Background: an optimization exercise with open tools, aiming at small area, a short achievable clock period and few clock cycles per item. Do not read the settings as production practice.
Only simulation tests tie the RTL to the original design; equivalence was not proved.
Power is estimated from default activity; no workload was simulated.

==> 04-24: inputs <==
==> flow/design.v <==
package kit_pkg;
  localparam int CAPACITY = 64;
  localparam int IDX_W    = (CAPACITY > 1) ? $clog2(CAPACITY) : 1;
  localparam int CNT_W    = $clog2(CAPACITY + 1);
  typedef enum logic [1:0] {
    CMD_INSERT   = 2'd0,
    CMD_REMOVE   = 2'd1,
    CMD_LOOKUP   = 2'd2,
    CMD_CHEAPEST = 2'd3
  } cmd_t;
  typedef enum logic [2:0] {
    ST_OK       = 3'd0,
    ST_FULL     = 3'd1,
    ST_DUP      = 3'd2,
    ST_EMPTY    = 3'd3,
    ST_NOTFOUND = 3'd4,
    ST_INSTOCK  = 3'd5
  } status_t;
  typedef enum logic [1:0] {
    S_IDLE,
    S_SCAN,
    S_FINISH
  } state_t;
  typedef struct packed {
    logic signed [31:0] key;
    logic [15:0]        qty;
    logic [31:0]        price;
  } entry_t;
  typedef struct packed {
    logic             rotate;
    logic             load;
    logic             compact;
    logic [CNT_W-1:0] idx;
  } cell_ctl_t;
endpackage
module kit_cell (
  input  logic               clk,
  input  kit_pkg::cell_ctl_t ctl,
  input  logic [kit_pkg::IDX_W-1:0] idx,
  input  kit_pkg::entry_t    right,
  input  kit_pkg::entry_t    fresh,
  output kit_pkg::entry_t    q
);
  localparam int CAPACITY = kit_pkg::CAPACITY;
  localparam int IDX_W    = kit_pkg::IDX_W;
  localparam int CNT_W    = kit_pkg::CNT_W;
  logic load_hit;
  logic shift;
  assign load_hit = ctl.load && (CNT_W'(idx) == ctl.idx);
  assign shift    = ctl.rotate || (ctl.compact && (CNT_W'(idx) >= ctl.idx));
  always_ff @(posedge clk) begin
    if (load_hit) begin
      q <= fresh;
    end else if (shift) begin
      q <= right;
    end
  end
endmodule
module kit_ctrl (
  input  logic               clk,
  input  logic               rst,
  input  logic               req_valid,
  output logic               req_ready,
  input  logic [1:0]         req_command,
  input  logic [31:0]        req_item_key,
  input  logic [15:0]        req_item_quantity,
  input  logic [31:0]        req_item_price,
  output logic               rsp_valid,
  input  logic               rsp_ready,
  output logic [2:0]         rsp_status,
  output logic [31:0]        rsp_found_key,
  output logic [15:0]        rsp_found_quantity,
  output logic [31:0]        rsp_found_price,
  output logic [6:0]         rsp_entry_count,
  input  kit_pkg::entry_t    head,
  output kit_pkg::entry_t    fresh,
  output kit_pkg::cell_ctl_t ctl
);
  localparam int CAPACITY = kit_pkg::CAPACITY;
  localparam int IDX_W    = kit_pkg::IDX_W;
  localparam int CNT_W    = kit_pkg::CNT_W;
  typedef kit_pkg::cmd_t cmd_t;
  kit_pkg::state_t             state;
  kit_pkg::state_t             state_next;
  logic [IDX_W-1:0]   step;
  logic [CNT_W-1:0]   fill, fill_next;
  kit_pkg::cmd_t               cmd;
  logic signed [31:0] key;
  logic [15:0]        qty;
  logic [31:0]        price;
  logic               hit;
  logic [IDX_W-1:0]   pos;
  kit_pkg::entry_t             cap;
  logic               rsp_vld;
  kit_pkg::status_t            res_status;
  kit_pkg::entry_t             res_entry;
  logic [6:0]         res_count;
  logic               active;
  logic               take;
  logic               fire;
  kit_pkg::status_t            st;
  logic               give;
  logic [CNT_W+6:0]   cnt_wide;
  assign fresh  = {key, qty, price};
  assign active = CNT_W'(step) < fill;
  assign take   = active && ((cmd == kit_pkg::CMD_CHEAPEST) ?
                  ((step == '0) || (head.price < cap.price)) :
                  (!hit && (head.key == key)));
  assign fire   = !rsp_vld || rsp_ready;
  assign req_ready          = (state == kit_pkg::S_IDLE);
  assign rsp_valid          = rsp_vld;
  assign rsp_status         = res_status;
  assign rsp_found_key      = res_entry.key;
  assign rsp_found_quantity = res_entry.qty;
  assign rsp_found_price    = res_entry.price;
  assign rsp_entry_count    = res_count;
  assign cnt_wide           = {7'd0, fill_next};
  always_comb begin
    state_next  = state;
    fill_next   = fill;
    ctl         = '0;
    st          = kit_pkg::ST_OK;
    give        = 1'b0;
    case (cmd)
      kit_pkg::CMD_INSERT: begin
        if (fill == CNT_W'(CAPACITY)) begin
          st = kit_pkg::ST_FULL;
        end else if (hit) begin
          st = kit_pkg::ST_DUP;
        end
      end
      kit_pkg::CMD_REMOVE: begin
        if (fill == '0) begin
          st = kit_pkg::ST_EMPTY;
        end else if (!hit) begin
          st = kit_pkg::ST_NOTFOUND;
        end else if (cap.qty != '0) begin
          st = kit_pkg::ST_INSTOCK;
        end
      end
      kit_pkg::CMD_LOOKUP: begin
        if (!hit) begin
          st = kit_pkg::ST_NOTFOUND;
        end else begin
          give = 1'b1;
        end
      end
      default: begin
        if (fill == '0) begin
          st = kit_pkg::ST_EMPTY;
        end else begin
          give = 1'b1;
        end
      end
    endcase
    case (state)
      kit_pkg::S_IDLE: begin
        if (req_valid) begin
          state_next = kit_pkg::S_SCAN;
        end
      end
      kit_pkg::S_SCAN: begin
        ctl.rotate = 1'b1;
        if (step == IDX_W'(CAPACITY - 1)) begin
          state_next = kit_pkg::S_FINISH;
        end
      end
      kit_pkg::S_FINISH: begin
        if (fire) begin
          state_next = kit_pkg::S_IDLE;
          if (st == kit_pkg::ST_OK && cmd == kit_pkg::CMD_INSERT) begin
            ctl.load  = 1'b1;
            ctl.idx   = fill;
            fill_next = fill + 1'b1;
          end else if (st == kit_pkg::ST_OK && cmd == kit_pkg::CMD_REMOVE) begin
            ctl.compact = 1'b1;
            ctl.idx     = CNT_W'(pos);
            fill_next   = fill - 1'b1;
          end
        end
      end
      default: begin
        state_next = kit_pkg::S_IDLE;
      end
    endcase
  end
  always_ff @(posedge clk) begin
    if (rst) begin
      state     <= kit_pkg::S_IDLE;
      fill      <= '0;
      rsp_vld   <= 1'b0;
    end else begin
      state <= state_next;
      fill  <= fill_next;
      if (state == kit_pkg::S_FINISH && fire) begin
        rsp_vld   <= 1'b1;
      end else if (rsp_ready) begin
        rsp_vld   <= 1'b0;
      end
    end
  end
  always_ff @(posedge clk) begin
    if (state == kit_pkg::S_IDLE && req_valid) begin
      cmd   <= cmd_t'(req_command);
      key   <= req_item_key;
      qty   <= req_item_quantity;
      price <= req_item_price;
      hit   <= 1'b0;
      step  <= '0;
    end else if (state == kit_pkg::S_SCAN) begin
      step <= step + 1'b1;
      if (take) begin
        hit <= 1'b1;
        pos <= step;
        cap <= head;
      end
    end
    if (state == kit_pkg::S_FINISH && fire) begin
      res_status <= st;
      res_entry  <= give ? cap : '0;
      res_count  <= cnt_wide[6:0];
    end
  end
endmodule
module keyed_item_table (
  input  logic        clk,
  input  logic        rst,
  input  logic        req_valid,
  output logic        req_ready,
  input  logic [1:0]  req_command,
  input  logic [31:0] req_item_key,
  input  logic [15:0] req_item_quantity,
  input  logic [31:0] req_item_price,
  output logic        rsp_valid,
  input  logic        rsp_ready,
  output logic [2:0]  rsp_status,
  output logic [31:0] rsp_found_key,
  output logic [15:0] rsp_found_quantity,
  output logic [31:0] rsp_found_price,
  output logic [6:0]  rsp_entry_count
);
  localparam int CAPACITY = kit_pkg::CAPACITY;
  localparam int IDX_W    = kit_pkg::IDX_W;
  localparam int CNT_W    = kit_pkg::CNT_W;
  localparam int EW = 80;
  logic [CAPACITY*EW-1:0] cells;
  kit_pkg::entry_t    fresh;
  kit_pkg::cell_ctl_t ctl;
  kit_ctrl u_ctrl (
    .clk                (clk),
    .rst                (rst),
    .req_valid          (req_valid),
    .req_ready          (req_ready),
    .req_command        (req_command),
    .req_item_key       (req_item_key),
    .req_item_quantity  (req_item_quantity),
    .req_item_price     (req_item_price),
    .rsp_valid          (rsp_valid),
    .rsp_ready          (rsp_ready),
    .rsp_status         (rsp_status),
    .rsp_found_key      (rsp_found_key),
    .rsp_found_quantity (rsp_found_quantity),
    .rsp_found_price    (rsp_found_price),
    .rsp_entry_count    (rsp_entry_count),
    .head               (cells[EW-1:0]),
    .fresh              (fresh),
    .ctl                (ctl)
  );
  for (genvar i = 0; i < CAPACITY; i++) begin : g_cell
    kit_cell u_cell (
      .clk   (clk),
      .ctl   (ctl),
      .idx   (IDX_W'(i)),
      .right (cells[((i + 1) % CAPACITY)*EW +: EW]),
      .fresh (fresh),
      .q     (cells[i*EW +: EW])
    );
  end
endmodule
==> flow/run.sh <==
#!/bin/bash
# synth_recipe.tcl (not shown) runs the flow's synth.tcl, then flattens the netlist and writes it again
# the make line also repeats each setting of config.mk as NAME=value (left out here)
make -C /OpenROAD-flow-scripts/flow DESIGN_CONFIG=/design/flow/config.mk WORK_HOME=/design/flow/orfs CLKGATE_MAP_FILE= SYNTH_SCRIPT=/design/flow/synth_recipe.tcl finish
==> flow/config.mk <==
export PLATFORM = sky130hd
export DESIGN_NAME = keyed_item_table
export DESIGN_NICKNAME = keyed_item_table
export VERILOG_FILES = /design/flow/design.v
export SDC_FILE = /design/flow/constraint.sdc
export NUM_CORES = 4
export LEC_CHECK = 0
export CAP_MARGIN = 20
export CORE_MARGIN = 2
export CORE_UTILIZATION = 45
export SETUP_SLACK_MARGIN = 3.0
export SLEW_MARGIN = 20
==> flow/constraint.sdc <==
create_clock -name core_clock -period 8.0 [get_ports {clk}]
set_input_delay 1.6000 -clock core_clock [delete_from_list [all_inputs] [get_ports {clk}]]
set_output_delay 1.6000 -clock core_clock [all_outputs]
set_load 0.01 [all_outputs]
==> 01-16 (differences from 04-24) <==
- SETUP_SLACK_MARGIN: 3.0 -> not set
==> run notes <==
* Status: finished clean
* Worst-Skew Late Latency at 1.11 ns
* Max FO, Critical Path at 45
* FF-to-FF path depth at 10
* Clock slew at the register clock pins of the worst setup and hold paths at 0.06 ns
* Clock network power share at 41.0%
The numbers above come from 01-16.

==> run notes <==
* Status: finished clean
* Top Metal Used: met5
* Clock Sinks at 5395
* Clock network power share at 40.5%
* Worst-Skew Late Latency at 1.10 ns
* Clock slew at the register clock pins of the worst setup and hold paths at 0.07 ns
* Max FO, Critical Path at 33
* Pin count of the biggest net entering global routing at 82
* Die height at 717.0 µm
The numbers above come from 04-24.

Testbench counts of 04-24, summed over its fixed seeds: cycles 316,808, requests 4,800.
Testbench counts of 01-16, summed over its fixed seeds: cycles 316,808, requests 4,800.

afterwards: timing with drivers on the ports:
No port has a modelled driver above. Below, the same layouts with a new extraction and two added sets of constraints. Step 1 sets driving cells, clkbuf_16 on the clock port and buf_2 on the other inputs (assumed; they add their load-dependent delay and slew). Step 2, shift: input delay + t, output delay - t, t = (earliest + latest rising clock arrival at the registers) / 2. This alone moves slack from input paths to output paths. a / b / c = no drivers / after step 1 / after step 2; a / b = the first two.
| run | t, ns | setup WS [ns] | worst setup path after step 2 |
|---|---|---|---|
| 04-24 | 1.171 | 3.086 / 3.086 / 2.037 | input to register |
| 01-16 | 1.171 | 1.598 / 1.598 / 1.149 | input to register |
After both steps setup and hold are still met in every run listed. For 04-24, which loses most, drivers alone change the setup slack by 0.000 ns; drivers and shift together by -1.049 ns.
